This design comes from an exercise in tuning for small area, a short achievable clock period and few clock cycles per item on the open sky130 flow, not from production work.
RTL that was checked went through simulation tests only; none was proved equivalent to the original.
Function not checked in runs 4 to 7: the RTL went through the layout flow alone.
Power figures rest on the tool's default switching activity, not on a simulated workload.

### flow/run.sh
#!/bin/bash
# synth_recipe.tcl (not shown) runs the flow's synth.tcl, then flattens the netlist and writes it again
# the make line also repeats each setting of config.mk as NAME=value (left out here)
make -C /OpenROAD-flow-scripts/flow DESIGN_CONFIG=/design/flow/config.mk WORK_HOME=/design/flow/orfs CLKGATE_MAP_FILE= SYNTH_SCRIPT=/design/flow/synth_recipe.tcl finish
### flow/config.mk
export PLATFORM = sky130hd
export DESIGN_NAME = frequency_ordered_list_top
export DESIGN_NICKNAME = frequency_ordered_list_top
export VERILOG_FILES = /design/flow/design.v
export SDC_FILE = /design/flow/constraint.sdc
export NUM_CORES = 4
export LEC_CHECK = 0
export ABC_AREA = 1
export CAP_MARGIN = 20
export CORE_MARGIN = 2
export CORE_UTILIZATION = 40
export CTS_BUF_LIST = sky130_fd_sc_hd__clkbuf_8 sky130_fd_sc_hd__clkbuf_16
export CTS_CLUSTER_DIAMETER = 80
export CTS_CLUSTER_SIZE = 25
export SETUP_SLACK_MARGIN = 2.3
export SLEW_MARGIN = 20
### flow/constraint.sdc
create_clock -name core_clock -period 5.0 [get_ports {clk_i}]
set_input_delay 1.0000 -clock core_clock [delete_from_list [all_inputs] [get_ports {clk_i}]]
set_output_delay 1.0000 -clock core_clock [all_outputs]
set_load 0.01 [all_outputs]
### flow/design.v
package fol_pkg;
  localparam int unsigned KEY_W       = 8;
  localparam int unsigned POS_W       = 3;
  localparam int unsigned HIT_COUNT_W = 16;
  localparam int unsigned ENTRIES     = 8;
endpackage
module fol_ctrl (
  input  logic clk_i,
  input  logic rst_ni,
  input  logic in_valid_i,
  output logic in_ready_o,
  output logic out_valid_o,
  input  logic out_ready_i,
  output logic k_load_o,    
  output logic l_load_o,    
  output logic fire_o,      
  output logic l_valid_o    
);
  logic kv_q, lv_q, ov_q;
  logic l_free;
  assign fire_o     = lv_q && (!ov_q || out_ready_i);
  assign l_free     = !lv_q || fire_o;
  assign l_load_o   = l_free;
  assign k_load_o   = !kv_q || l_free;
  assign in_ready_o = k_load_o;
  always_ff @(posedge clk_i or negedge rst_ni) begin
    if (!rst_ni) begin
      kv_q <= 1'b0;
      lv_q <= 1'b0;
      ov_q <= 1'b0;
    end else begin
      if (k_load_o) kv_q <= in_valid_i;
      if (l_free) lv_q <= kv_q;
      if (fire_o) ov_q <= 1'b1;
      else if (out_ready_i) ov_q <= 1'b0;
    end
  end
  assign out_valid_o = ov_q;
  assign l_valid_o   = lv_q;
endmodule
module fol_datapath (
  input  logic                              clk_i,
  input  logic                              rst_ni,
  input  logic                              k_load_i,
  input  logic                              l_load_i,
  input  logic                              fire_i,
  input  logic                              l_valid_i,
  input  logic [fol_pkg::KEY_W-1:0]         key_i,
  output logic                              hit_o,
  output logic [fol_pkg::POS_W-1:0]         old_position_o,
  output logic [fol_pkg::POS_W-1:0]         new_position_o,
  output logic [fol_pkg::HIT_COUNT_W-1:0]   hit_count_o
);
  localparam int unsigned N  = fol_pkg::ENTRIES;
  localparam int unsigned PW = fol_pkg::POS_W;
  localparam int unsigned CW = fol_pkg::HIT_COUNT_W;
  function automatic logic gt_f(input logic [CW-1:0] a, input logic [CW-1:0] b);
    logic [CW-1:0] g, l;
    g = a & ~b;
    l = ~a & b;
    for (int s = 1; s < CW; s = s * 2)
      for (int i = 0; i + s < CW; i = i + 2 * s) begin
        g[i] = g[i + s] | (!l[i + s] & g[i]);
        l[i] = l[i + s] | (!g[i + s] & l[i]);
      end
    gt_f = g[0];
  endfunction
  logic [3:0]    k_q;             
  logic [3:0]    l_q;             
  logic [CW:0]   cinc_q;          
  logic [PW-1:0] skey_q [N];      
  logic [CW-1:0] scnt_q [N];      
  logic [N-2:0]  ne_q;            
  logic [3:0]    key_code;
  logic [CW-1:0] c_k, c_new;
  logic [CW:0]   cinc_d;
  logic [N-1:0]  kmatch, match, le_p, t2, rng, run, q1, at_d;
  logic          hit;
  logic [PW-1:0] p, d;
  assign key_code = {(key_i >= fol_pkg::KEY_W'(1)) && (key_i <= fol_pkg::KEY_W'(N)),
                     PW'(key_i - fol_pkg::KEY_W'(1))};
  always_ff @(posedge clk_i) begin
    if (k_load_i) k_q <= key_code;
  end
  always_comb begin
    c_k = '0;
    for (int i = 0; i < N; i++) begin
      kmatch[i] = k_q[3] && (skey_q[i] == k_q[2:0]);
      c_k       = c_k | (scnt_q[i] & {CW{kmatch[i]}});
    end
    cinc_d = (l_valid_i && l_q[3] && k_q[3] && (l_q[2:0] == k_q[2:0]))
             ? {1'b0, c_new} + (CW+1)'(1)
             : {1'b0, c_k} + (CW+1)'(1);
  end
  always_ff @(posedge clk_i) begin
    if (l_load_i) begin
      l_q    <= k_q;
      cinc_q <= cinc_d;
    end
  end
  always_comb begin
    hit   = l_q[3];
    c_new = cinc_q[CW-1:0] | {CW{cinc_q[CW]}};
    for (int i = 0; i < N; i++) begin
      match[i] = hit && (skey_q[i] == l_q[2:0]);
      t2[i]    = (i < N - 1) && hit && !cinc_q[CW] && gt_f(scnt_q[i], cinc_q[CW-1:0]);
    end
    for (int i = 0; i < N; i++) begin
      le_p[i] = 1'b0;
      for (int m = i; m < N; m++) le_p[i] = le_p[i] | match[m];
    end
    for (int i = 0; i < N; i++) begin
      run[i] = 1'b0;
      for (int j = i; j < N; j++) begin
        logic all_eq;
        all_eq = 1'b1;
        for (int m = i; m < j; m++) all_eq = all_eq & !ne_q[m];
        run[i] = run[i] | (match[j] & all_eq);
      end
    end
    for (int i = 0; i < N; i++) begin
      rng[i]  = le_p[i] && !t2[i];
      q1[i]   = run[i] && ((i == 0) || ne_q[(i + N - 2) % (N - 1)]);
      at_d[i] = rng[i] && ((i == 0) || t2[(i + N - 1) % N]);
    end
    p[2] = match[4] | match[5] | match[6] | match[7];
    p[1] = match[2] | match[3] | match[6] | match[7];
    p[0] = match[1] | match[3] | match[5] | match[7];
    d[2] = t2[3];
    d[1] = (t2[1] & !t2[3]) | t2[5];
    d[0] = (t2[0] & !t2[1]) | (t2[2] & !t2[3]) | (t2[4] & !t2[5]) | t2[6];
  end
  always_ff @(posedge clk_i or negedge rst_ni) begin
    if (!rst_ni) begin
      for (int i = 0; i < N; i++) begin
        skey_q[i] <= PW'(i);
        scnt_q[i] <= '0;
      end
      ne_q <= '0;
    end else if (fire_i) begin
      for (int i = 0; i < N - 1; i++) begin
        if (!cinc_q[CW]) begin
          if (q1[i + 1])  ne_q[i] <= t2[i];
          else if (q1[i]) ne_q[i] <= 1'b1;
        end
      end
      for (int i = 0; i < N; i++) begin
        if (q1[i]) scnt_q[i] <= c_new;
        if (at_d[i])      skey_q[i] <= l_q[2:0];
        else if (rng[i])  skey_q[i] <= skey_q[(i + N - 1) % N];
      end
    end
  end
  logic                hit_q;
  logic [PW-1:0]       old_q, new_q;
  logic [CW-1:0]       hc_q;
  always_ff @(posedge clk_i) begin
    if (fire_i) begin
      hit_q <= hit;
      old_q <= p;
      new_q <= d;
      hc_q  <= c_new & {CW{hit}};
    end
  end
  assign hit_o          = hit_q;
  assign old_position_o = old_q;
  assign new_position_o = new_q;
  assign hit_count_o    = hc_q;
endmodule
module frequency_ordered_list_top (
  input  logic                              clk_i,
  input  logic                              rst_ni,
  input  logic                              in_valid_i,
  output logic                              in_ready_o,
  input  logic [fol_pkg::KEY_W-1:0]         in_key_i,
  output logic                              out_valid_o,
  input  logic                              out_ready_i,
  output logic                              out_hit_o,
  output logic [fol_pkg::POS_W-1:0]         out_old_position_o,
  output logic [fol_pkg::POS_W-1:0]         out_new_position_o,
  output logic [fol_pkg::HIT_COUNT_W-1:0]   out_hit_count_o
);
  logic k_load, l_load, fire, l_valid;
  fol_ctrl u_ctrl (
    .clk_i      (clk_i),
    .rst_ni     (rst_ni),
    .in_valid_i (in_valid_i),
    .in_ready_o (in_ready_o),
    .out_valid_o(out_valid_o),
    .out_ready_i(out_ready_i),
    .k_load_o   (k_load),
    .l_load_o   (l_load),
    .fire_o     (fire),
    .l_valid_o  (l_valid)
  );
  fol_datapath u_dp (
    .clk_i         (clk_i),
    .rst_ni        (rst_ni),
    .k_load_i      (k_load),
    .l_load_i      (l_load),
    .fire_i        (fire),
    .l_valid_i     (l_valid),
    .key_i         (in_key_i),
    .hit_o         (out_hit_o),
    .old_position_o(out_old_position_o),
    .new_position_o(out_new_position_o),
    .hit_count_o   (out_hit_count_o)
  );
endmodule
==> flow_summary.json, run 1 <==
{
  "clkLatencyLatePin_ns": 0.53,
  "initial_core_util": 0.408,
  "cts.clk_slew.worst_paths_ns": 0.09,
  "skew_ns": 0.0459,
  "ctsHoldBuffers": 0,
  "tightest_slew_ns": 0.968,
  "globalplace.congestion": 0.938,
  "vdd_drop_max_v": 0.000313,
  "maxCapViolCount": 0,
  "synthFlopType": "dfrtp_1",
  "setup_slack_ns": 2.38,
  "outcome": "timing/DRC/antenna clean",
  "drt_iter0_markers": 1640,
  "hold_violations": 0,
  "via_per_inst": 5.44,
  "drt_pass1_iterations": 5,
  "finalSetupTns_ns": 0,
  "grt_overflow": 0,
  "maxSlewHeadroom": 0.352,
  "synth_top_area_cell": "dfrtp_1",
  "design.core.area_um2": 32700,
  "layout-drive-gt1-share": 0.130,
  "synthArstFlopShare": 0.771,
  "cts_root_buf": "clkbuf_16",
  "fin_nets": 2031,
  "die_y_um": 187,
  "hp-class": "reg2reg",
  "crit_family": "simple AND/OR/NAND/NOR gates",
  "ys_warn_count": 4,
  "io_buffer_count": 36,
  "critPathBufInv": 4,
  "synth_enable_flop_cells": 48,
  "required_ns": 5.29,
  "syn_nets": 1945,
  "dp_cells": 2354,
  "synth_area_leaders": "dfrtp_1, nand2_1, edfxtp_1",
  "grt_pass1_wl_um": 69500,
  "p_leak_nw": 7.31,
  "path_class": "reg2reg",
  "via_count": 13400,
  "yosysTopAreaCellShare": 0.281,
  "ant_nets": 0,
  "area_growth_pct": 16.5,
  "grt_setup_unrepaired": "yes",
  "dieArea_um2": 34900,
  "critPathCaptureType": "flip-flop",
  "slew_violations": 0,
  "n_fill_cell": 3308,
  "fmax_ghz": 0.381,
  "path_cells": "inv_1 > o21ai_0 > nor2_4 > buf_12 > buf_4 > nand3_1 > nand2_1 > nor2_1 > nand3_2 > nand2_2 > inv_1 > ha_4 > nand3_4 > nor2_4 > nand3_1 > nand2_1",
  "pin_count": 37,
  "h-tree-depth": 1,
  "cts_buffer_depth": 3,
  "slowest_stage": "dfstp_2",
  "grt_max_degree": 94,
  "ys_ff_latch": 210,
  "fin_crit_sh": 0.525,
  "wl_um": 46300,
  "hpwl_um": 31300,
  "synth-seq-area-share": 0.413,
  "syn_avg_cell_area_um2": 6.92,
  "cts.sinks": 210,
  "antenna_found_initial": 0,
  "p_per_area_nw_per_um2": 473,
  "setup_violations": 0,
  "diodes": 0,
  "grt_pass1_vias": 11800,
  "tritoncts": "yes",
  "syn-instance-count": 1929,
  "synth_area_um2": 13400,
  "fin_cells": 2466,
  "period_needed_ns": 2.62,
  "cts-buffers-inserted": 15,
  "fp.dieW_um": 187,
  "track_usage": 0.255,
  "crit_path_max_incr_delay_ns": 0.54,
  "start_kind": "flip-flop",
  "rows": 66,
  "wl_per_cell_um": 18.8,
  "drc": 0,
  "critPathArrivalTime_ns": 2.91,
  "synth_cell_type_count": 50,
  "cp_max_fo": 5,
  "dp_slack_ns": 1.44
}
## sequential cells by signal (all words and copies together) (netlist names)
signal	count
u_dp.scnt_q	128
u_dp.skey_q	24
u_dp.cinc_q	17
u_dp.hc_q	16
u_dp.ne_q	7
u_dp.k_q	4
u_dp.l_q	4
u_dp.new_q	3
u_dp.old_q	3
u_ctrl.kv_q	1
u_ctrl.lv_q	1
u_ctrl.ov_q	1
u_dp.hit_q	1
## cells in the mapped netlist, types with 3 or more instances
cell / number
clkinv_1: 3
nand3_1: 187
a21boi_1: 3
nor3_1: 8
buf_2: 29
clkbuf_1: 18
inv_1: 179
buf_6: 6
o211ai_1: 8
o21ai_1: 44
nand2_1: 634
nand4_1: 17
ha_1: 4
a21oi_1: 51
nor2_1: 206
nor2_4: 18
o22ai_1: 5
nand2_4: 3
nor2_2: 18
xnor2_1: 5
dfstp_2: 12
inv_2: 15
and2_1: 3
xor2_1: 6
or2_2: 6
edfxtp_1: 48
o21ai_0: 161
dfrtp_1: 150
nand3_2: 9
o21a_1: 8
nand2_2: 15
a31oi_1: 10
a21boi_0: 9
buf_4: 12
## placed cells by master (no fill, tap or decap), types with 17 or more instances in the layout
cell and n:
a21oi_1 51, buf_4 71, buf_6 19, clkdlybuf4s50_1 33, dfrtp_1 150, edfxtp_1 48, inv_1 175, nand2_1 624
nand2_2 19, nand3_1 185, nand4_1 17, nor2_1 198, nor2_4 28, o21ai_0 158, o21ai_1 43
## metrics by stage
stage	hold WS (ns)	utilization	power [mW]	area (µm²)
6_report	0.470	0.476	7.36	15600
5_1_grt	0.500	0.476	7.84	15600
4_1_cts	0.475	0.459	7.10	15000
3_5_place_dp	0.452	0.428	5.57	14000
3_3_place_gp	0.450	0.428	5.51	14000
2_1_floorplan	0.421	-	4.63	13400
## final cells by class
type | instances | area [µm²] | share of cell area
clock buffers | 15 | 375 | 0.0241
clock inverters | 11 | 146 | 0.00941
inverters | 199 | 769 | 0.0494
multi-input cells | 1457 | 6970 | 0.448
flip-flops and latches | 210 | 5510 | 0.354
well taps | 442 | 553 | 0.0355
repair buffers | 132 | 1240 | 0.0798
## final timing paths
path                                         from                 end  slack (ns)  depth (start not counted)
worst min register to register  u_dp.skey_q[3][0]   u_dp.skey_q[3][0]        0.47                          2
worst max register to register  u_dp.skey_q[2][1]     u_dp.cinc_q[12]        2.38                         16
max in group asynchronous                  rst_ni   u_dp.skey_q[7][1]        3.30                          2
worst max-delay path            u_dp.skey_q[2][1]     u_dp.cinc_q[12]        2.38                         16
worst min-delay path            u_dp.skey_q[3][0]   u_dp.skey_q[3][0]        0.47                          2
min in group asynchronous                  rst_ni  u_dp.scnt_q[3][13]        0.57                          1
## layer usage
layer  wire length (µm)  track usage  up-vias
met4               1430       0.0720        0
li1                   -            -     6396
met3               4470       0.0352       76
met1              20100        0.373     6297
met2              20300        0.394      636
met5                  0            0        -
## worst register-to-register path: cells and delay by family, from the launching register on
| kind | cells | cell delay [ns] |
|---|---|---|
| fa+ha+maj | 1 | 0.17 |
| compound gates | 1 | 0.37 |
| flops | 1 | 0.54 |
| buf+inv | 4 | 0.44 |
| simple gates | 10 | 0.89 |
## cell families (layout without fill, tap and decap cells)
group                      after synthesis  count (layout)  synth area share
AOI/OAI and AO/OA                      308             308             0.125
xor gates and xnor gates                11              11           0.00721
adders and majority gates                4               4           0.00375
buffers and inverters                  264             357            0.0840
DFF                                    210             210             0.413
and+or+nand+nor                       1132            1134             0.367
## repair_timing
action / in CTS / in global routing
resized for setup: 41 / 49
setup buffers: 42 / 41
setup endpoints to repair: 126 / 56
cloned: 1 / 2
pin swaps: 16 / 18
## where the power goes
group	switching (mW)	internal, mW	total (mW)
registers	0.549	2.30	2.85
logic	2.05	1.06	3.11
clock network	0.749	0.648	1.40
Testbench counts, summed over its fixed seeds: cycles 12,024, items 12,000.
==> inputs of run 2 (changes only) <==
--- a/flow/config.mk
+++ b/flow/config.mk
@@ -14,2 +14,3 @@
 export CTS_CLUSTER_SIZE = 25
+export PLACE_DENSITY = 0.7
 export SETUP_SLACK_MARGIN = 2.3
==> flow_summary.json, run 2 <==
{
  "hpwl_um": 30200,
  "cts_buffer_depth": 3,
  "cp-startpoint": "u_dp.cinc_q[11]",
  "h-tree-depth": 1,
  "internal_power_mw": 3.96,
  "p_seq_frac": 0.391,
  "diodes": 0,
  "maxCapViolCount": 0,
  "p_sw_frac": 0.456,
  "n_fill_cell": 3252,
  "layout_common_cells": "nand2_1, nor2_1, nand3_1, inv_1, o21ai_0",
  "via_per_inst": 5.57,
  "r2r_start": "u_dp.cinc_q[11]",
  "syn-instance-count": 1929,
  "maxSlewHeadroom": 0.319,
  "layout.cells.most_common": "nand2_1",
  "outcome": "timing/DRC/antenna clean",
  "finalSetupTns_ns": 0,
  "setup_violations": 0,
  "wl_um": 45900,
  "grt_overflow": 0,
  "drc": 0,
  "synth_area_um2": 13400,
  "area_growth_pct": 16.4,
  "synthFlopType": "dfrtp_1",
  "synth_top_family_by_area": "simple AND/OR/NAND/NOR gates",
  "period_needed_ns": 2.67,
  "fin_util": 0.475,
  "synth_area_leaders": "dfrtp_1, nand2_1, edfxtp_1",
  "vdd_drop_max_v": 0.000310,
  "min_from": "u_ctrl.kv_q",
  "setup_slack_ns": 2.33,
  "design.core.area_um2": 32700,
  "syn_avg_cell_area_um2": 6.92,
  "antenna_found_initial": 0,
  "critPathCaptureType": "flip-flop",
  "rows": 66,
  "p_leak_nw": 7.36,
  "synth_cell_type_count": 50,
  "synth_top_area_cell": "dfrtp_1",
  "synthMuxAreaShare": 0,
  "slew_violations": 0,
  "grt_pass1_vias": 12300,
  "dieArea_um2": 34900,
  "synth_enable_flop_cells": 48,
  "hold_violations": 0,
  "synthArstFlopShare": 0.771,
  "cts.sinks": 210,
  "fin_nets": 2043,
  "die_y_um": 187,
  "hp-class": "reg2reg",
  "pin_count": 37,
  "fp.dieW_um": 187,
  "path_class": "reg2reg",
  "grt_max_degree": 91,
  "critPathArrivalTime_ns": 3.08,
  "largest_reg_flops": 128,
  "drt_pass1_iterations": 6,
  "ys_warn_count": 4,
  "drt_iter0_markers": 1813,
  "synthAdderAreaFrac": 0.00375,
  "fmax_ghz": 0.374,
  "required_ns": 5.40,
  "grt_setup_unrepaired": "yes",
  "synth-seq-area-share": 0.413,
  "tightest_slew_ns": 1.02,
  "p_clk_frac": 0.172,
  "cts.clk_slew.worst_paths_ns": 0.10,
  "yosys.area_share.simple": 0.367,
  "globalplace.congestion": 0.991,
  "tritoncts": "yes",
  "top_regs": "u_dp.scnt_q x128, u_dp.skey_q x24, u_dp.cinc_q x17",
  "ys_ff_latch": 210,
  "synth_compound_area_frac": 0.125,
  "top_register": "u_dp.scnt_q",
  "via_count": 13800,
  "wl_per_cell_um": 18.5,
  "io_buffer_count": 36,
  "start_kind": "flip-flop",
  "ys_top_cells_by_count": "nand2_1, nor2_1, nand3_1",
  "synthXorXnorAreaFrac": 0.00721,
  "ant_nets": 0,
  "cts-buffers-inserted": 14,
  "pwr-share-comb": 0.437,
  "fin_crit_sh": 0.535,
  "layout-drive-gt1-share": 0.128,
  "dp_slack_ns": 1.46,
  "syn_nets": 1945,
  "skew_ns": 0.0279,
  "initial_core_util": 0.408,
  "cts_root_buf": "clkbuf_16",
  "grt_pass1_wl_um": 69600,
  "yosysTopAreaCellShare": 0.281,
  "yosysMostFrequentCell": "nand2_1",
  "p_sw_mw": 3.32,
  "clkLatencyLatePin_ns": 0.52,
  "track_usage": 0.253,
  "p_per_area_nw_per_um2": 469,
  "cp_max_fo": 11
}
run 2: changes by cell type in the layout (fill, tap and decap cells not counted), moves of 2 or more:
cell / change
nand3_2: -3
a21boi_2: +2
buf_12: +3
a21boi_0: -2
buf_6: -11
nand2_1: +2
nand2_2: -2
o21ai_1: +3
buf_4: +24
o21ai_2: -3
nor2_2: -5
nor2_1: +6
run 2: power by group through the flow:
| stage | registers, mW | logic (mW) | clock network [mW] |
|---|---|---|---|
| detailed placement | 2.87 | 2.70 | 0 |
| floorplan | 2.67 | 1.96 | 0 |
| global route | 2.90 | 3.49 | 1.34 |
| finish | 2.85 | 3.18 | 1.26 |
| global placement | 2.86 | 2.63 | 0 |
| CTS | 2.83 | 2.92 | 1.27 |
run 2: repair_timing:
| item | 4_1_cts | 5_1_grt |
|---|---|---|
| cloned | 1 | 0 |
| pin swaps | 16 | 11 |
| setup buffers | 56 | 41 |
| gates resized for setup | 33 | 35 |
| hold buffers | 0 | 0 |
| endpoints found under the setup margin | 119 | 76 |
run 2: worst paths after layout:
kind                       depth (start not counted)  slack (ns)                 end
max                                               12        2.33   u_dp.skey_q[6][0]
min reg2reg                                        1        0.49         u_ctrl.lv_q
max reg2reg                                       12        2.33   u_dp.skey_q[6][0]
max in group asynchronous                          2        3.33  u_dp.scnt_q[6][13]
min in group asynchronous                          1        0.56  u_dp.scnt_q[7][13]
min                                                1        0.49         u_ctrl.lv_q
run 2: worst max-delay path, stage by stage (launching register included):
cell and delay [ns]:
edfxtp_1 0.49, clkinvlp_4 0.29, nor2_1 0.22, o21a_1 0.15, a21boi_1 0.43, o21a_1 0.18
nand2_1 0.09, nand2_1 0.23, inv_1 0.17, nor2_1 0.11, nor2_1 0.05, nand2_1 0.08
nand2_1 0.07
run 2: cell type report:
type	instances	area [µm²]	share of cell area
Multi-Input combinational cell	1456	6930	0.446
Sequential cell	210	5510	0.355
Timing Repair Buffer	146	1320	0.0851
Inverter	199	774	0.0498
Tap cell	442	553	0.0356
Clock buffer	15	375	0.0241
Clock inverter	9	82.6	0.00531
run 2: per-stage QoR:
stage          instance area (µm²)  cells  power (mW)  hold WS, ns
5_1_grt                      15500   2477        7.73        0.508
3_5_place_dp                 14000   2355        5.57        0.449
4_1_cts                      15100   2436        7.02        0.489
2_1_floorplan                13400   1929        4.63        0.421
3_3_place_gp                 14000   2355        5.49        0.449
6_report                     15500   2477        7.29        0.488
run 2: routing by layer:
metal,vias to the layer above,global-route usage,part of all wire
met1,6401,0.344,0.40
met4,0,0.113,0.048
met3,138,0.0485,0.11
li1,6418,-,-
met5,-,0,0
met2,832,0.390,0.44
run 2: cells by family after synthesis:
kind of cell / Yosys count
and+or+nand+nor: 1132
xor gates and xnor gates: 11
DFF: 210
buffers and inverters: 264
AOI/OAI and AO/OA: 308
adders and majority gates: 4
==> inputs of run 3 (changes only) <==
--- a/flow/config.mk
+++ b/flow/config.mk
@@ -10,3 +10,3 @@
 export CORE_MARGIN = 2
-export CORE_UTILIZATION = 40
+export CORE_UTILIZATION = 45
 export CTS_BUF_LIST = sky130_fd_sc_hd__clkbuf_8 sky130_fd_sc_hd__clkbuf_16
@@ -14,3 +14,2 @@
 export CTS_CLUSTER_SIZE = 25
-export PLACE_DENSITY = 0.7
 export SETUP_SLACK_MARGIN = 2.3
==> flow_summary.json, run 3 <==
{
  "fin_nets": 2042,
  "rows": 63,
  "fin_area_um2": 15500,
  "finalSetupTns_ns": 0,
  "yosysTopAreaCellShare": 0.281,
  "cp.depth": 13,
  "critPathCaptureType": "flip-flop",
  "layout_common_cells": "nand2_1, nor2_1, nand3_1, inv_1, o21ai_0",
  "ys_warn_count": 4,
  "synth_cell_type_count": 50,
  "dieArea_um2": 31100,
  "fin_worst_hold_slack_ns": 0.472,
  "via_count": 13600,
  "antenna_found_initial": 1,
  "syn_nets": 1945,
  "n_fill_cell": 2868,
  "grt_pass1_wl_um": 72200,
  "path_cells": "buf_4 > inv_1 > nor2_1 > a21oi_1 > nand2_1 > a21oi_1 > nand2_1 > nand2_1 > nand2_1 > nand2_1 > a21oi_1 > nand2_1 > nand2_1",
  "maxCapViolCount": 0,
  "synthArstFlopShare": 0.771,
  "globalplace.congestion": 0.958,
  "via_per_inst": 5.60,
  "synth_area_um2": 13400,
  "ys_top_cells_by_count": "nand2_1, nor2_1, nand3_1",
  "track_usage": 0.307,
  "cts-buffers-inserted": 15,
  "fmax_ghz": 0.382,
  "ant_nets": 0,
  "cts_buffer_depth": 3,
  "ys_ff_latch": 210,
  "setup_slack_ns": 2.38,
  "p_per_area_nw_per_um2": 473,
  "h-tree-depth": 1,
  "design.core.area_um2": 29400,
  "crit_top_cell": "nand2_1",
  "hpwl_um": 32400,
  "period_needed_ns": 2.62,
  "start_kind": "flip-flop",
  "grt_overflow": 0,
  "hold_depth": 2,
  "cts.clk_slew.worst_paths_ns": 0.09,
  "wl_per_cell_um": 20.1,
  "cts_root_buf": "clkbuf_16",
  "critPathArrivalTime_ns": 3.01,
  "synthFlopType": "dfrtp_1",
  "initial_core_util": 0.454,
  "tritoncts": "yes",
  "io_buffer_count": 36,
  "crit_path_max_incr_delay_ns": 0.37,
  "hp-class": "reg2reg",
  "worst-r2r-cell-count": 13,
  "outcome": "timing/DRC/antenna clean",
  "synth_area_leaders": "dfrtp_1, nand2_1, edfxtp_1",
  "vdd_drop_max_v": 0.000221,
  "slowest_stage": "edfxtp_1",
  "layout-drive-gt1-share": 0.134,
  "cts.sinks": 210,
  "area_growth_pct": 15.8,
  "grt_pass1_vias": 12100,
  "layout.cells.most_common": "nand2_1",
  "synth_enable_flop_cells": 48,
  "largest_reg_flops": 128,
  "critPathBufInv": 2,
  "maxSlewHeadroom": 0.240,
  "grt_max_degree": 87,
  "placed_area_um2": 14000,
  "pin_count": 37,
  "synth_top_area_cell": "dfrtp_1",
  "cp_max_fo": 9,
  "wl_um": 48700,
  "drt_pass1_iterations": 6,
  "skew_ns": 0.0187,
  "syn_avg_cell_area_um2": 6.92,
  "yosysMostFrequentCell": "nand2_1",
  "path_class": "reg2reg",
  "syn-instance-count": 1929,
  "top_register": "u_dp.scnt_q",
  "dp_slack_ns": 1.36,
  "drt_iter0_markers": 1574,
  "grt_setup_unrepaired": "yes",
  "drc": 0,
  "crit_family": "simple AND/OR/NAND/NOR gates",
  "hold_violations": 0,
  "p_leak_nw": 7.31,
  "diodes": 0,
  "clkLatencyLatePin_ns": 0.51,
  "tightest_slew_ns": 1.14,
  "synth-seq-area-share": 0.413,
  "required_ns": 5.39,
  "setup_violations": 0,
  "fin_crit_sh": 0.523,
  "fp.dieW_um": 176,
  "die_y_um": 176,
  "top_regs": "u_dp.scnt_q x128, u_dp.skey_q x24, u_dp.cinc_q x17",
  "slew_violations": 0
}
-- run 3: cell count changes in the layout (fill, tap and decap cells not counted), sizes merged --
cell	delta
dlymetal6s2s	+1
dlygate4sd2	-1
clkbuf	+2
buf	-5
nand3	+2
inv	-3
clkinvlp	+3
-- run 3: kinds of logic (layout without fill, tap and decap cells) --
logic type,count (synthesis),after routing,synth area share
DFF,210,210,0.413
and+or+nand+nor,1132,1135,0.367
buffers and inverters,264,366,0.0840
AOI/OAI and AO/OA,308,308,0.125
xor gates and xnor gates,11,11,0.00721
adders and majority gates,4,4,0.00375
-- run 3: final timing paths --
kind / startpoint / end / slack (ns)
hold reg to reg: u_dp.skey_q[3][0] / u_dp.skey_q[3][0] / 0.47
max in group asynchronous: rst_ni / u_dp.scnt_q[1][0] / 3.47
setup reg to reg: u_dp.cinc_q[10] / u_dp.skey_q[5][1] / 2.38
min in group asynchronous: rst_ni / u_dp.scnt_q[1][10] / 0.53
hold / removal: u_dp.skey_q[3][0] / u_dp.skey_q[3][0] / 0.47
setup / recovery: u_dp.cinc_q[10] / u_dp.skey_q[5][1] / 2.38
-- run 3: what timing repair did --
item,in CTS,in global routing
gates resized for setup,41,33
hold buffers,0,0
gates cloned,1,3
setup endpoints to repair,158,69
pin swaps,14,11
hold endpoints to repair,0,0
setup buffers,43,44
-- run 3: through the flow --
| step | power (mW) | util | cells |
|---|---|---|---|
| final | 7.31 | 0.526 | 2424 |
| after global placement | 5.56 | 0.476 | 2308 |
| after CTS | 7.08 | 0.509 | 2377 |
| after floorplan | 4.63 | - | 1929 |
| after global routing | 7.78 | 0.526 | 2424 |
| after detailed placement | 5.62 | 0.476 | 2308 |
-- run 3: cell type report --
class / count / area [µm²] / area share
Timing Repair Buffer: 141 / 1260 / 0.0814
Sequential cell: 210 / 5510 / 0.356
Multi-Input combinational cell: 1458 / 6930 / 0.448
Inverter: 199 / 790 / 0.0511
Timing Repair inverter: 1 / 5.00 / 0.000324
Tap cell: 390 / 488 / 0.0316
Clock buffer: 17 / 414 / 0.0268
Clock inverter: 8 / 70.1 / 0.00453
-- run 3: worst min-delay path, stage by stage (launching register included) --
cell and delay [ns]:
dfstp_2 0.37, nand2_1 0.05, nand2_1 0.05
-- run 3: metal layers --
layer	part of all wire	GRT usage	vias up
li1	-	-	6412
met1	0.43	0.435	6439
met2	0.44	0.462	617
met3	0.097	0.0609	103
met4	0.038	0.119	0
met5	0	0	-
-- run 3: power by group --
part	switching (mW)	internal (mW)
clock network	0.695	0.622
logic	2.09	1.05
registers	0.556	2.30
total	3.34	3.97
==> inputs of run 4 (changes only) <==
--- a/flow/design.v
+++ b/flow/design.v
@@ -14,2 +14,4 @@
   output logic k_load_o,    
+  output logic k_from2_o,   
+  output logic k2_load_o,   
   output logic l_load_o,    
@@ -18,4 +20,6 @@
 );
-  logic kv_q, lv_q, ov_q;
-  logic l_free;
+  logic k2v_q, kv_q, lv_q, ov_q;
+  logic accept, l_free;
+  assign in_ready_o = !k2v_q;
+  assign accept     = in_valid_i && !k2v_q;
   assign fire_o     = lv_q && (!ov_q || out_ready_i);
@@ -24,10 +28,14 @@
   assign k_load_o   = !kv_q || l_free;
-  assign in_ready_o = k_load_o;
+  assign k_from2_o  = k2v_q;
+  assign k2_load_o  = accept && kv_q && !l_free;
   always_ff @(posedge clk_i or negedge rst_ni) begin
     if (!rst_ni) begin
-      kv_q <= 1'b0;
-      lv_q <= 1'b0;
-      ov_q <= 1'b0;
+      k2v_q <= 1'b0;
+      kv_q  <= 1'b0;
+      lv_q  <= 1'b0;
+      ov_q  <= 1'b0;
     end else begin
-      if (k_load_o) kv_q <= in_valid_i;
+      if (k_load_o) kv_q <= k2v_q || accept;
+      if (k_load_o) k2v_q <= 1'b0;
+      else if (accept) k2v_q <= 1'b1;
       if (l_free) lv_q <= kv_q;
@@ -44,2 +52,4 @@
   input  logic                              k_load_i,
+  input  logic                              k_from2_i,
+  input  logic                              k2_load_i,
   input  logic                              l_load_i,
@@ -67,3 +77,3 @@
   endfunction
-  logic [3:0]    k_q;             
+  logic [3:0]    k2_q, k_q;       
   logic [3:0]    l_q;             
@@ -73,3 +83,3 @@
   logic [N-2:0]  ne_q;            
-  logic [3:0]    key_code;
+  logic [3:0]    key_code, k_d;
   logic [CW-1:0] c_k, c_new;
@@ -81,4 +91,6 @@
                      PW'(key_i - fol_pkg::KEY_W'(1))};
+  assign k_d = k_from2_i ? k2_q : key_code;
   always_ff @(posedge clk_i) begin
-    if (k_load_i) k_q <= key_code;
+    if (k2_load_i) k2_q <= key_code;
+    if (k_load_i)  k_q  <= k_d;
   end
@@ -105,3 +117,3 @@
       match[i] = hit && (skey_q[i] == l_q[2:0]);
-      t2[i]    = (i < N - 1) && hit && !cinc_q[CW] && gt_f(scnt_q[i], cinc_q[CW-1:0]);
+      t2[i]    = hit && !cinc_q[CW] && gt_f(scnt_q[i], cinc_q[CW-1:0]);
     end
@@ -182,3 +194,3 @@
 );
-  logic k_load, l_load, fire, l_valid;
+  logic k_load, k_from2, k2_load, l_load, fire, l_valid;
   fol_ctrl u_ctrl (
@@ -191,2 +203,4 @@
     .k_load_o   (k_load),
+    .k_from2_o  (k_from2),
+    .k2_load_o  (k2_load),
     .l_load_o   (l_load),
@@ -199,2 +213,4 @@
     .k_load_i      (k_load),
+    .k_from2_i     (k_from2),
+    .k2_load_i     (k2_load),
     .l_load_i      (l_load),
==> flow/config.mk (replaced) <==
export PLATFORM = sky130hd
export DESIGN_NAME = frequency_ordered_list_top
export DESIGN_NICKNAME = frequency_ordered_list_top
export VERILOG_FILES = /design/flow/design.v
export SDC_FILE = /design/flow/constraint.sdc
export NUM_CORES = 4
export LEC_CHECK = 0
export CAP_MARGIN = 20
export CORE_MARGIN = 2
export CORE_UTILIZATION = 40
export SETUP_SLACK_MARGIN = 1.5
export SLEW_MARGIN = 20
==> flow_summary.json, run 4 <==
{
  "finalSetupTns_ns": 0,
  "cp_max_fo": 11,
  "synth_enable_flop_cells": 52,
  "grt_setup_unrepaired": "yes",
  "layout_common_cells": "dfrtp_1, nor2_1, o21ai_0, nand2_1, a21oi_1",
  "syn_avg_cell_area_um2": 9.17,
  "path_class": "reg2reg",
  "initial_core_util": 0.409,
  "p_leak_nw": 5.53,
  "synth_area_um2": 12200,
  "pwr-share-comb": 0.368,
  "synth_cell_type_count": 75,
  "skew_ns": 0.0160,
  "drt_pass1_iterations": 8,
  "globalplace.congestion": 0.932,
  "grt_max_degree": 89,
  "critPathCaptureType": "flip-flop",
  "fin_nets": 1375,
  "antenna_found_initial": 0,
  "hp-class": "reg2reg",
  "start_kind": "flip-flop",
  "cts_root_buf": "clkbuf_16",
  "synthArstFlopShare": 0.758,
  "pin_count": 37,
  "setup_violations": 0,
  "cts.sinks": 215,
  "grt_pass1_wl_um": 60000,
  "fin_crit_sh": 0.687,
  "drc": 0,
  "slew_violations": 0,
  "gr-usage-met1": 0.351,
  "fin_area_um2": 14100,
  "met2_usage": 0.378,
  "grt_overflow": 0,
  "syn-instance-count": 1328,
  "h-tree-depth": 1,
  "ant_nets": 0,
  "via_count": 10600,
  "syn_nets": 1344,
  "ctsHoldBuffers": 0,
  "synth_compound_area_frac": 0.223,
  "busiest_layer": "met2",
  "hpwl_um": 26300,
  "fp.dieW_um": 179,
  "layout.cells.most_common": "dfrtp_1",
  "synthXorXnorAreaFrac": 0.0474,
  "tritoncts": "yes",
  "p_sw_frac": 0.400,
  "io_buffer_count": 36,
  "dp_slack_ns": 1.24,
  "ys_ff_latch": 215,
  "yosysTopAreaCellShare": 0.310,
  "vdd_drop_max_v": 0.000293,
  "synth-seq-area-share": 0.464,
  "grt_pass1_vias": 9918,
  "synth_top_area_cell": "dfrtp_1",
  "synthFlopType": "dfrtp_1",
  "top_register": "u_dp.scnt_q",
  "cts-buffers-inserted": 25,
  "diodes": 0,
  "period_needed_ns": 3.43,
  "synth_top_family_by_area": "compound AO/OA/AOI/OAI gates",
  "die_y_um": 179,
  "yosysMostFrequentCell": "dfrtp_1",
  "rows": 63,
  "critPathArrivalTime_ns": 3.85,
  "fin_util": 0.473,
  "layout-drive-gt1-share": 0.127,
  "required_ns": 5.42,
  "top_regs": "u_dp.scnt_q x128, u_dp.skey_q x24, u_dp.cinc_q x17",
  "maxCapViolCount": 0,
  "dieArea_um2": 31900,
  "outcome": "timing/DRC/antenna clean",
  "via_per_inst": 6.00,
  "tightest_slew_ns": 0.922,
  "p_clk_frac": 0.241,
  "setup_slack_ns": 1.57,
  "ys_warn_count": 4,
  "track_usage": 0.247,
  "cts_buffer_depth": 3,
  "wl_per_cell_um": 22.0,
  "internal_power_mw": 4.89,
  "wl_um": 38900,
  "p_per_area_nw_per_um2": 578,
  "synth_area_leaders": "dfrtp_1, edfxtp_1, o21ai_0",
  "yosys.area_share.simple": 0.155,
  "synthAdderAreaFrac": 0.0297,
  "design.core.area_um2": 29800,
  "synthMuxAreaShare": 0.0344,
  "largest_reg_flops": 128,
  "grt_util_met3": 0.0460,
  "p_sw_mw": 3.25,
  "hold_violations": 0,
  "placed_area_um2": 12900,
  "maxSlewHeadroom": 0.383,
  "clkLatencyLatePin_ns": 0.54,
  "area_growth_pct": 15.7,
  "cts.clk_slew.worst_paths_ns": 0.06,
  "p_seq_frac": 0.391,
  "fmax_ghz": 0.291,
  "ys_top_cells_by_count": "dfrtp_1, nor2_1, o21ai_0",
  "drt_iter0_markers": 1237
}
[run 4: cell count changes after synthesis, moves of 27 or more]
cell / before / now
a21oi_1: 51 / 118
a22oi_1: 0 / 68
clkbuf_1: 18 / 56
inv_1: 179 / 56
maj3_1: 0 / 30
mux2_2: 0 / 27
nand2_1: 634 / 118
nand3_1: 187 / 20
nor2_1: 206 / 133
nor2b_1: 0 / 34
o21ai_0: 161 / 122
o21ai_1: 44 / 6
xnor2_1: 5 / 54
[run 4: layout make-up]
cell class	instances	area (µm²)
clock buffers	35	723
clock inverters	11	159
fillers	2810	15700
inverters	59	233
multi-input cells	972	6050
flip-flops and latches	215	5660
well taps	390	488
repair buffers	86	786
[run 4: critical path, stage by stage (launching register included)]
cell and delay [ns]:
edfxtp_1 0.53, nor3b_1 0.23, o22ai_1 0.13, maj3_1 0.40
a211oi_1 0.45, a2111o_1 0.18, o311a_1 0.21, maj3_1 0.33
o211ai_1 0.24, nand3_1 0.25, mux2_2 0.36
[run 4: layer usage]
layer | part of all wire | routed length, µm
met1 | 0.43 | 16700
met5 | 0 | 0
met2 | 0.45 | 17500
met4 | 0.031 | 1190
met3 | 0.089 | 3450
[run 4: cell families after synthesis]
logic type	Yosys count
AOI/OAI and AO/OA	435
and+or+nand+nor	399
DFF	215
buffers and inverters	141
xor gates and xnor gates	66
muxes	37
adders and majority gates	35
[run 4: what timing repair did]
| action | CTS | global route |
|---|---|---|
| buffers inserted | 5 | 23 |
| gates resized for setup | 10 | 19 |
| hold endpoints to repair | 0 | 0 |
| endpoints found under the setup margin | 18 | 35 |
| pin swaps | 1 | 2 |
| gates cloned | 0 | 0 |
[run 4: final timing paths]
check | from | end | slack (ns) | cells after the start
setup / recovery | u_dp.cinc_q[0] | u_dp.skey_q[4][1] | 1.57 | 10
hold / removal | u_ctrl.kv_q | u_ctrl.lv_q | 0.46 | 1
setup reg to reg | u_dp.cinc_q[0] | u_dp.skey_q[4][1] | 1.57 | 10
hold reg to reg | u_ctrl.kv_q | u_ctrl.lv_q | 0.46 | 1
max in group asynchronous | rst_ni | u_dp.skey_q[7][2] | 3.33 | 2
min in group asynchronous | rst_ni | u_dp.skey_q[0][2] | 0.54 | 1
[run 4: per-stage QoR]
| step | instances | total power, mW | hold slack [ns] |
|---|---|---|---|
| after floorplan | 1328 | 4.97 | 0.421 |
| after global placement | 1693 | 5.94 | 0.439 |
| after detailed placement | 1693 | 5.98 | 0.452 |
| after CTS | 1744 | 7.99 | 0.465 |
| after global routing | 1768 | 8.61 | 0.476 |
| final | 1768 | 8.15 | 0.463 |
[run 4: power by group through the flow]
stage / registers [mW] / clock network [mW] / logic [mW]
6_report: 3.18 / 1.97 / 3.00
5_1_grt: 3.25 / 2.08 / 3.28
4_1_cts: 3.18 / 2.01 / 2.80
3_5_place_dp: 3.22 / 0 / 2.77
3_3_place_gp: 3.22 / 0 / 2.72
2_1_floorplan: 2.87 / 0 / 2.10
==> inputs of run 5 (changes only) <==
--- a/flow/config.mk
+++ b/flow/config.mk
@@ -7,2 +7,3 @@
 export LEC_CHECK = 0
+export ABC_AREA = 1
 export CAP_MARGIN = 20
@@ -10,3 +11,5 @@
 export CORE_UTILIZATION = 40
-export SETUP_SLACK_MARGIN = 1.5
+export CTS_BUF_LIST = sky130_fd_sc_hd__clkbuf_4 sky130_fd_sc_hd__clkbuf_8
+export CTS_CLUSTER_SIZE = 30
+export SETUP_SLACK_MARGIN = 2.3
 export SLEW_MARGIN = 20
==> flow_summary.json, run 5 <==
{
  "globalplace.congestion": 0.946,
  "path_cells": "buf_6 > inv_4 > nand2_1 > nand2_1 > nor2_4 > buf_12 > nand2_4 > nor2_1 > nor2_1 > nand3b_1 > nand2_2 > inv_2 > ha_4 > nand3_4 > nor2_4 > nand2_1 > nand2_1 > nand2_1",
  "crit_path_max_incr_delay_ns": 0.48,
  "hold_violations": 0,
  "antenna_found_initial": 1,
  "synth_area_um2": 13900,
  "grt_setup_unrepaired": "yes",
  "internal_power_mw": 5.02,
  "synth_area_leaders": "dfrtp_1, nand2_1, edfxtp_1",
  "regArea_um2": 5660,
  "cts-buffers-inserted": 42,
  "required_ns": 5.33,
  "p_clk_frac": 0.189,
  "start_kind": "flip-flop",
  "via_count": 14400,
  "track_usage": 0.280,
  "slowest_stage": "edfxtp_1",
  "synthArstFlopShare": 0.758,
  "hp-class": "in2async",
  "p_seq_frac": 0.329,
  "design.core.area_um2": 34300,
  "fin_crit_sh": 0.537,
  "critPathCaptureType": "flip-flop",
  "layout_common_cells": "nand2_1, nand3_1, nor2_1, inv_1, o21ai_0",
  "critPathArrivalTime_ns": 3.01,
  "maxCapViolCount": 0,
  "fp.dieW_um": 190,
  "n_fill_cell": 3455,
  "skew_ns": 0.0421,
  "largest_reg_flops": 128,
  "top_regs": "u_dp.scnt_q x128, u_dp.skey_q x24, u_dp.cinc_q x17",
  "io_buffer_count": 36,
  "syn_nets": 2037,
  "die_y_um": 190,
  "critPathBufInv": 4,
  "cts.sinks": 215,
  "ys_ff_latch": 215,
  "synth_top_area_cell": "dfrtp_1",
  "dp_cells": 2461,
  "wl_um": 51900,
  "fmax_ghz": 0.372,
  "slew_violations": 0,
  "cts_buffer_depth": 3,
  "synthFlopType": "dfrtp_1",
  "grt_max_degree": 85,
  "pwr-share-comb": 0.482,
  "rows": 68,
  "drt_pass1_iterations": 6,
  "layout-drive-gt1-share": 0.155,
  "area_growth_pct": 20.6,
  "p_per_area_nw_per_um2": 570,
  "drt_iter0_markers": 1722,
  "fin_nets": 2174,
  "h-tree-depth": 2,
  "grt_pass1_wl_um": 76900,
  "p_leak_nw": 7.92,
  "synth_cell_type_count": 51,
  "outcome": "timing/DRC/antenna clean",
  "p_sw_mw": 4.51,
  "drc": 0,
  "ant_nets": 0,
  "tritoncts": "yes",
  "vdd_drop_max_v": 0.000251,
  "synth-seq-area-share": 0.408,
  "grt_overflow": 0,
  "tightest_slew_ns": 1.03,
  "clkLatencyLatePin_ns": 0.58,
  "multiInputGateArea_um2": 7340,
  "initial_core_util": 0.404,
  "crit_top_cell": "nand2_1",
  "yosysMostFrequentCell": "nand2_1",
  "fin_cells": 2647,
  "synth_enable_flop_cells": 52,
  "grt_pass1_vias": 13100,
  "pin_count": 37,
  "maxSlewHeadroom": 0.313,
  "path_class": "reg2reg",
  "crit_family": "simple AND/OR/NAND/NOR gates",
  "cts_root_buf": "clkbuf_8",
  "dieArea_um2": 36200,
  "syn_avg_cell_area_um2": 6.86,
  "cp_max_fo": 7,
  "via_per_inst": 5.46,
  "layout.cells.most_common": "nand2_1",
  "wl_per_cell_um": 19.6,
  "ys_top_cells_by_count": "nand2_1, nand3_1, inv_1, nor2_1, o21ai_0",
  "cts.clk_slew.worst_paths_ns": 0.06,
  "setup_violations": 0,
  "finalSetupTns_ns": 0,
  "hpwl_um": 34400,
  "yosysTopAreaCellShare": 0.273,
  "top_register": "u_dp.scnt_q",
  "ys_warn_count": 4,
  "period_needed_ns": 2.69,
  "ctsHoldBuffers": 0,
  "p_sw_frac": 0.473,
  "syn-instance-count": 2021
}
==> run 5: cell types whose count changed after synthesis, sizes merged, moves of 19 or more <==
cell    change
nand2     +577
nand3     +193
inv       +150
nor2       +97
o21ai      +84
a22oi      -68
a21oi      -64
xnor2      -49
clkbuf     -37
nor2b      -35
maj3       -31
mux2       -30
buf        +25
a31oi      -19
==> run 5: worst paths after layout <==
check,start,to,slack [ns],cells past startpoint
max,u_dp.k_q[1],u_dp.cinc_q[14],2.31,18
min,rst_ni,u_dp.scnt_q[7][9],0.46,1
max reg2reg,u_dp.k_q[1],u_dp.cinc_q[14],2.31,18
min reg2reg,u_ctrl.kv_q,u_ctrl.lv_q,0.47,1
max in group asynchronous,rst_ni,u_dp.skey_q[3][0],3.54,2
min in group core_clock,u_ctrl.kv_q,u_ctrl.lv_q,0.47,1
==> run 5: area by class of cell <==
type                       count  area share
inverter                     209      0.0491
timing repair buffer         161      0.0895
sequential                   215       0.338
clock buffer                  67      0.0469
clock inverter                10     0.00277
tap                          455      0.0341
antenna                        1    0.000150
multi-input combinational   1529       0.439
==> run 5: cell families after synthesis <==
kind of cell,Yosys count,synth area share
flops,215,0.408
xor+xnor,12,0.00758
simple gates,1190,0.371
compound gates,321,0.125
fa+ha+maj,4,0.00361
buf+inv,279,0.0850
==> run 5: per-stage QoR <==
stage	hold WS, ns	total power, mW	worst slack, ns	instance area (µm²)	util
final	0.456	9.53	2.31	16700	0.488
after global routing	0.480	10.2	2.22	16700	0.488
after CTS	0.467	9.10	2.26	15900	0.463
after detailed placement	0.454	7.07	1.14	14600	0.424
after global placement	0.449	6.99	1.21	14600	0.424
after floorplan	0.421	5.68	2.39	13900	-
==> run 5: metal layers <==
metal  part of all wire  global-route usage
met1               0.41               0.380
met2               0.44               0.428
met3              0.094              0.0533
met4              0.059               0.140
met5                  0                   0
==> run 5: what timing repair did <==
| item | CTS | global route |
|---|---|---|
| gates resized for setup | 35 | 74 |
| buffers inserted | 42 | 64 |
| endpoints found under the setup margin | 149 | 69 |
| gates cloned | 0 | 2 |
| pin swaps | 14 | 26 |
==> run 5: power by group through the flow <==
| stage | clock network (mW) | registers [mW] | logic, mW |
|---|---|---|---|
| global placement | 0 | 3.21 | 3.78 |
| finish | 1.80 | 3.14 | 4.59 |
| detailed placement | 0 | 3.21 | 3.86 |
| CTS | 1.83 | 3.15 | 4.13 |
| global route | 1.90 | 3.21 | 5.05 |
| floorplan | 0 | 2.90 | 2.78 |
==> inputs of run 6 (changes only) <==
--- a/flow/config.mk
+++ b/flow/config.mk
@@ -13,3 +13,3 @@
 export CTS_CLUSTER_SIZE = 30
-export SETUP_SLACK_MARGIN = 2.3
+export SETUP_SLACK_MARGIN = 2.0
 export SLEW_MARGIN = 20
==> flow_summary.json, run 6 <==
{
  "outcome": "timing/DRC/antenna clean",
  "r2r_start": "u_dp.k_q[0]",
  "path_cells": "buf_4 > nand2_1 > nand2_1 > nor2_4 > buf_4 > nand3_1 > o21ai_0 > nor2_1 > nand3b_1 > nand2_1 > inv_1 > ha_2 > nand3_4 > nor2_4 > nand2_1 > nand2_1 > nand2_1",
  "synth_top_family_by_area": "simple AND/OR/NAND/NOR gates",
  "layout-drive-gt1-share": 0.114,
  "rrSetupSlack_ns": 2.12,
  "cts.clk_slew.worst_paths_ns": 0.06,
  "wl_per_cell_um": 19.1,
  "required_ns": 5.33,
  "top_regs": "u_dp.scnt_q x128, u_dp.skey_q x24, u_dp.cinc_q x17",
  "clkLatencyLatePin_ns": 0.58,
  "synthArstFlopShare": 0.758,
  "top_layer": "met4",
  "pwr-share-comb": 0.456,
  "crit_family": "simple AND/OR/NAND/NOR gates",
  "syn_avg_cell_area_um2": 6.86,
  "hp-class": "reg2reg",
  "synth_top_area_cell": "dfrtp_1",
  "pin_count": 37,
  "drc": 0,
  "critPathCaptureType": "flip-flop",
  "maxCapViolCount": 0,
  "top_register": "u_dp.scnt_q",
  "ctsHoldBuffers": 0,
  "slew_violations": 0,
  "dieArea_um2": 36200,
  "power_mw": 9.14,
  "p_clk_frac": 0.196,
  "routed-wl-met2_um": 21400,
  "syn_nets": 2037,
  "worst-r2r-cell-count": 17,
  "synth_compound_area_frac": 0.125,
  "period_needed_ns": 2.88,
  "grt_overflow": 0,
  "cts_buffer_depth": 3,
  "drt_pass1_iterations": 6,
  "start_kind": "flip-flop",
  "hpwl_um": 34400,
  "synthMuxAreaShare": 0,
  "crit_top_cell": "nand2_1",
  "regArea_um2": 5660,
  "multiInputGateArea_um2": 7110,
  "ant_nets": 0,
  "rr_endpoint": "u_dp.cinc_q[14]",
  "syn-instance-count": 2021,
  "finalSetupTns_ns": 0,
  "diodes": 0,
  "die_y_um": 190,
  "synth_cell_type_count": 51,
  "critPathArrivalTime_ns": 3.21,
  "synth_enable_flop_cells": 52,
  "hold_violations": 0,
  "setup_violations": 0,
  "drt_iter0_markers": 1556,
  "p_leak_nw": 7.49,
  "cts_root_buf": "clkbuf_8",
  "grt_max_degree": 85,
  "yosys.area_share.simple": 0.371,
  "synthXorXnorAreaFrac": 0.00758,
  "path_class": "reg2reg",
  "io_buffer_count": 36,
  "synth_area_leaders": "dfrtp_1, nand2_1, edfxtp_1",
  "fin_nets": 2109,
  "grt_pass1_vias": 12900,
  "maxSlewHeadroom": 0.322,
  "grt_pass1_wl_um": 75600,
  "skew_ns": 0.0381,
  "largest_reg_flops": 128,
  "fp.dieW_um": 190,
  "yosysMostFrequentCell": "nand2_1",
  "design.core.area_um2": 34300,
  "n_fill_cell": 3530,
  "via_count": 13900,
  "fin_worst_hold_slack_ns": 0.466,
  "p_seq_frac": 0.347,
  "fin_crit_sh": 0.577,
  "met1_length_um": 21200,
  "wl_um": 49300,
  "tightest_slew_ns": 1.01,
  "critPathBufInv": 3,
  "p_sw_frac": 0.473,
  "layout.cells.most_common": "nand2_1",
  "area_growth_pct": 14.4,
  "synthAdderAreaFrac": 0.00361,
  "crit_path_max_incr_delay_ns": 0.52,
  "track_usage": 0.275,
  "wl_met3_um": 4220,
  "synth_area_um2": 13900,
  "p_per_area_nw_per_um2": 577,
  "tritoncts": "yes",
  "initial_core_util": 0.404,
  "internal_power_mw": 4.81,
  "layout_common_cells": "nand2_1, nand3_1, nor2_1, inv_1, o21ai_0",
  "ys_warn_count": 4,
  "p_sw_mw": 4.33,
  "slowest_stage": "edfxtp_1",
  "crit_path_end": "u_dp.cinc_q[14]",
  "fmax_ghz": 0.347,
  "cp-startpoint": "u_dp.k_q[0]",
  "cts.sinks": 215,
  "synthFlopType": "dfrtp_1",
  "yosysTopAreaCellShare": 0.273,
  "h-tree-depth": 2,
  "globalplace.congestion": 0.946,
  "ys_ff_latch": 215,
  "cts-buffers-inserted": 42,
  "antenna_found_initial": 0,
  "cp_max_fo": 8,
  "via_per_inst": 5.40,
  "cp.depth": 17,
  "grt_setup_unrepaired": "no",
  "vdd_drop_max_v": 0.000249,
  "rows": 68,
  "synth-seq-area-share": 0.408,
  "ys_top_cells_by_count": "nand2_1, nand3_1, inv_1, nor2_1, o21ai_0"
}
run 6: cell counts after synthesis:
No cell type changed its count.
run 6: timing repair:
action	in CTS	in global routing
pin swaps	3	7
setup buffers	11	32
gates resized for setup	13	13
endpoints found under the setup margin	49	77
gates cloned	0	0
run 6: stage by stage:
| step | setup WS (ns) | util | instance area [µm²] | std cells |
|---|---|---|---|---|
| after floorplan | 2.39 | - | 13900 | 2021 |
| after global routing | 1.99 | 0.462 | 15800 | 2581 |
| after CTS | 1.95 | 0.453 | 15500 | 2549 |
| after detailed placement | 1.14 | 0.424 | 14600 | 2461 |
| final | 2.12 | 0.462 | 15800 | 2581 |
| after global placement | 1.21 | 0.424 | 14600 | 2461 |
run 6: routing by layer:
layer | vias to the layer above | track usage
met1 | 6419 | 0.376
met3 | 168 | 0.0498
met4 | 0 | 0.143
li1 | 6703 | -
met5 | - | 0
met2 | 654 | 0.417
run 6: cells by family (layout without fill, tap and decap cells):
logic type	count (synthesis)	after routing
simple gates	1190	1190
xor+xnor	12	12
flops	215	215
buf+inv	279	384
fa+ha+maj	4	4
compound gates	321	321
run 6: how the worst min path moves through the flow:
stage	from	depth (start not counted)	end
final	u_dp.skey_q[2][1]	2	u_dp.skey_q[2][1]
after global routing	u_dp.skey_q[2][1]	2	u_dp.skey_q[2][1]
after CTS	u_ctrl.kv_q	1	u_ctrl.lv_q
after detailed placement	u_ctrl.kv_q	1	u_ctrl.lv_q
after global placement	u_ctrl.kv_q	1	u_ctrl.lv_q
after floorplan	u_dp.k_q[3]	0	u_dp.l_q[3]
run 6: layout make-up:
class	instances	area share
Clock buffer	67	0.0495
Clock inverter	10	0.00292
Inverter	209	0.0502
Timing Repair Buffer	98	0.0558
Tap cell	455	0.0359
Sequential cell	215	0.357
Multi-Input combinational cell	1527	0.449
run 6: worst reg2reg max path, cell delays in order (launching register included):
cell and delay [ns]:
edfxtp_1 0.52, buf_4 0.24, nand2_1 0.07, nand2_1 0.08
nor2_4 0.26, buf_4 0.25, nand3_1 0.09, o21ai_0 0.08
nor2_1 0.06, nand3b_1 0.08, nand2_1 0.07, inv_1 0.10
ha_2 0.23, nand3_4 0.14, nor2_4 0.21, nand2_1 0.08
nand2_1 0.06, nand2_1 0.04
run 6: power groups by stage:
stage / Clock (mW) / Combinational, mW / Sequential, mW
6_report: 1.80 / 4.17 / 3.17
5_1_grt: 1.90 / 4.64 / 3.25
4_1_cts: 1.83 / 3.94 / 3.18
3_5_place_dp: 0 / 3.86 / 3.21
3_3_place_gp: 0 / 3.78 / 3.21
2_1_floorplan: 0 / 2.78 / 2.90
==> inputs of run 7 (changes only) <==
--- a/flow/design.v
+++ b/flow/design.v
@@ -117,3 +117,3 @@
       match[i] = hit && (skey_q[i] == l_q[2:0]);
-      t2[i]    = hit && !cinc_q[CW] && gt_f(scnt_q[i], cinc_q[CW-1:0]);
+      t2[i]    = (i < N - 1) && hit && !cinc_q[CW] && gt_f(scnt_q[i], cinc_q[CW-1:0]);
     end
--- a/flow/config.mk
+++ b/flow/config.mk
@@ -11,5 +11,6 @@
 export CORE_UTILIZATION = 40
-export CTS_BUF_LIST = sky130_fd_sc_hd__clkbuf_4 sky130_fd_sc_hd__clkbuf_8
-export CTS_CLUSTER_SIZE = 30
-export SETUP_SLACK_MARGIN = 2.0
+export CTS_BUF_LIST = sky130_fd_sc_hd__clkbuf_8 sky130_fd_sc_hd__clkbuf_16
+export CTS_CLUSTER_DIAMETER = 80
+export CTS_CLUSTER_SIZE = 25
+export SETUP_SLACK_MARGIN = 2.2
 export SLEW_MARGIN = 20
==> flow_summary.json, run 7 <==
{
  "finalSetupTns_ns": 0,
  "required_ns": 5.26,
  "fp.dieW_um": 189,
  "p_per_area_nw_per_um2": 542,
  "layout_common_cells": "nand2_1, nor2_1, nand3_1, inv_1, dfrtp_1",
  "h-tree-depth": 1,
  "layout-drive-gt1-share": 0.140,
  "io_buffer_count": 36,
  "track_usage": 0.264,
  "top_register": "u_dp.scnt_q",
  "gr-usage-met1": 0.357,
  "regArea_um2": 5660,
  "period_needed_ns": 2.80,
  "setup_violations": 0,
  "grt_pass1_vias": 12300,
  "fin_nets": 2022,
  "yosysTopAreaCellShare": 0.277,
  "cp_max_fo": 12,
  "tritoncts": "yes",
  "grt_pass1_wl_um": 71900,
  "skew_ns": 0.0405,
  "dieArea_um2": 35600,
  "synth-seq-area-share": 0.415,
  "met2_usage": 0.404,
  "ys_top_cells_by_count": "nand2_1, nor2_1, nand3_1",
  "globalplace.congestion": 0.932,
  "synth_area_um2": 13600,
  "vdd_drop_max_v": 0.000266,
  "critPathArrivalTime_ns": 3.05,
  "diodes": 0,
  "multiInputGateArea_um2": 7140,
  "wl_per_cell_um": 19.4,
  "critPathCaptureType": "flip-flop",
  "clkLatencyLatePin_ns": 0.53,
  "ys_warn_count": 4,
  "grt_overflow": 0,
  "ctsHoldBuffers": 0,
  "fin_area_um2": 15900,
  "fin_cells": 2463,
  "placed_area_um2": 14300,
  "yosys.area_share.simple": 0.365,
  "pin_count": 37,
  "dp_slack_ns": 1.49,
  "cts-buffers-inserted": 15,
  "fin_crit_sh": 0.559,
  "drt_pass1_iterations": 6,
  "synth_top_family_by_area": "simple AND/OR/NAND/NOR gates",
  "ys_ff_latch": 215,
  "synth_enable_flop_cells": 52,
  "hp-class": "reg2reg",
  "largest_reg_flops": 128,
  "path_class": "reg2reg",
  "synth_top_area_cell": "dfrtp_1",
  "power_mw": 8.61,
  "synthAdderAreaFrac": 0.00367,
  "wl_um": 47800,
  "synth_area_leaders": "dfrtp_1, nand2_1, edfxtp_1",
  "hpwl_um": 31900,
  "outcome": "timing/DRC/antenna clean",
  "p_leak_nw": 7.38,
  "maxCapViolCount": 0,
  "die_y_um": 189,
  "cts_root_buf": "clkbuf_16",
  "start_kind": "flip-flop",
  "antenna_found_initial": 0,
  "maxSlewHeadroom": 0.288,
  "syn_avg_cell_area_um2": 7.07,
  "rows": 67,
  "grt_max_degree": 103,
  "fmax_ghz": 0.358,
  "layout.cells.most_common": "nand2_1",
  "synthXorXnorAreaFrac": 0.00899,
  "cts.sinks": 215,
  "cts.clk_slew.worst_paths_ns": 0.09,
  "yosysMostFrequentCell": "nand2_1",
  "area_growth_pct": 16.5,
  "syn_nets": 1946,
  "drt_iter0_markers": 1337,
  "grt_setup_unrepaired": "yes",
  "synthMuxAreaShare": 0,
  "hold_violations": 0,
  "n_fill_cell": 3399,
  "grt_util_met3": 0.0663,
  "synthArstFlopShare": 0.758,
  "dp_cells": 2364,
  "drc": 0,
  "syn-instance-count": 1930,
  "synthFlopType": "dfrtp_1",
  "fin_worst_hold_slack_ns": 0.469,
  "busiest_layer": "met2",
  "fin_util": 0.474,
  "slew_violations": 0,
  "design.core.area_um2": 33500,
  "via_count": 13500,
  "ant_nets": 0,
  "cts_buffer_depth": 3,
  "via_per_inst": 5.49,
  "setup_slack_ns": 2.20,
  "tightest_slew_ns": 1.06,
  "initial_core_util": 0.407,
  "synth_compound_area_frac": 0.124,
  "synth_cell_type_count": 55,
  "top_regs": "u_dp.scnt_q x128, u_dp.skey_q x24, u_dp.cinc_q x17"
}
## run 7: cell types whose count changed in the layout (fill, tap and decap cells not counted), sizes merged, moves of 3 or more
cell / change
nand3b: -3
o22ai: -4
nand2: -41
a31oi: -3
o21a: -3
clkinv: -7
buf: +27
nor2: +6
clkbuf: -51
o21ai: -13
inv: -15
a21boi: +3
nand3: -8
## run 7: cell type report
type,count,area share
timing repair buffer,125,0.0808
clock inverter,10,0.00795
inverter,188,0.0460
clock buffer,16,0.0245
multi-input combinational,1461,0.450
tap,448,0.0353
sequential,215,0.356
## run 7: cell families after synthesis
kind of cell	Yosys count
flops	215
xor+xnor	14
compound gates	303
simple gates	1139
fa+ha+maj	4
buf+inv	255
## run 7: repair_timing
item | in CTS | in global routing
cloned | 0 | 1
hold endpoints to repair | 0 | 0
gates resized for setup | 30 | 83
endpoints found under the setup margin | 115 | 94
buffers inserted | 39 | 33
pin swaps | 9 | 30
## run 7: power by group
part | switching (mW) | leakage [nW] | internal, mW
clock network | 0.716 | 0.253 | 0.655
logic | 2.77 | 4.50 | 1.40
registers | 0.634 | 2.62 | 2.43
## run 7: path summary, 6_finish.rpt
kind / from / to / slack [ns] / cells after the start
worst max-delay path: u_dp.k_q[1] / u_dp.cinc_q[7] / 2.20 / 14
worst min-delay path: u_ctrl.kv_q / u_ctrl.lv_q / 0.47 / 1
worst max register to register: u_dp.k_q[1] / u_dp.cinc_q[7] / 2.20 / 14
worst min register to register: u_ctrl.kv_q / u_ctrl.lv_q / 0.47 / 1
max in group asynchronous: rst_ni / u_dp.skey_q[1][0] / 3.25 / 2
min in group asynchronous: rst_ni / u_dp.scnt_q[6][9] / 0.63 / 1
## run 7: worst max-delay path, stage by stage, from the launching register on
cell and delay (ns):
edfxtp_1 0.55, inv_2 0.15, buf_12 0.13, nand2_1 0.08
a21oi_4 0.22, nand2_8 0.16, inv_2 0.26, nand2_1 0.15
nand2_2 0.12, inv_2 0.06, buf_4 0.13, nand2_2 0.20
nor2_4 0.08, buf_4 0.14, xnor2_1 0.12
## run 7: layer usage
layer,vias to the layer above,share of wire
met3,121,0.095
li1,6420,-
met1,6370,0.42
met4,0,0.042
met5,-,0
met2,617,0.44

-- afterwards: timing with drivers on the ports --
The results above use ideal ports. As a check the final layouts listed here were re-extracted and re-timed, cells and wires unchanged.
Step 1 (the two cells are an assumption about what drives the block):
set clk [get_ports {clk_i}]
set_driving_cell -lib_cell sky130_fd_sc_hd__clkbuf_16 $clk
set_driving_cell -lib_cell sky130_fd_sc_hd__buf_2 [delete_from_list [all_inputs] $clk]
Step 2, shift: input delay + t, output delay - t, t = (earliest + latest rising clock arrival at the registers) / 2. This alone moves slack from input paths to output paths.
Three values: ideal ports, drivers, drivers and shift; two values: the first two.
| run | t, ns | setup slack, ns | worst register clock-pin slew, ns | worst data-port slew with drivers (ns) |
|---|---|---|---|---|
| run 1 | 0.562 | 2.376 / 2.376 / 2.025 | 0.11 / 0.11 | 0.04 |
| run 2 | 0.561 | 2.326 / 2.326 / 1.884 | 0.11 / 0.11 | 0.04 |
| run 3 | 0.548 | 2.385 / 2.385 / 2.142 | 0.10 / 0.10 | 0.04 |
| run 4 | 0.583 | 1.567 / 1.567 / 1.408 | 0.07 / 0.07 | 0.04 |
| run 5 | 0.605 | 2.314 / 2.314 / 1.995 | 0.07 / 0.07 | 0.04 |
| run 6 | 0.607 | 2.117 / 2.117 / 1.584 | 0.06 / 0.06 | 0.04 |
| run 7 | 0.558 | 2.204 / 2.204 / 1.814 | 0.10 / 0.10 | 0.04 |
After both steps every run listed still meets setup and hold. For run 6, which loses most, drivers alone change the setup slack by 0.000 ns; drivers and shift together by -0.533 ns.
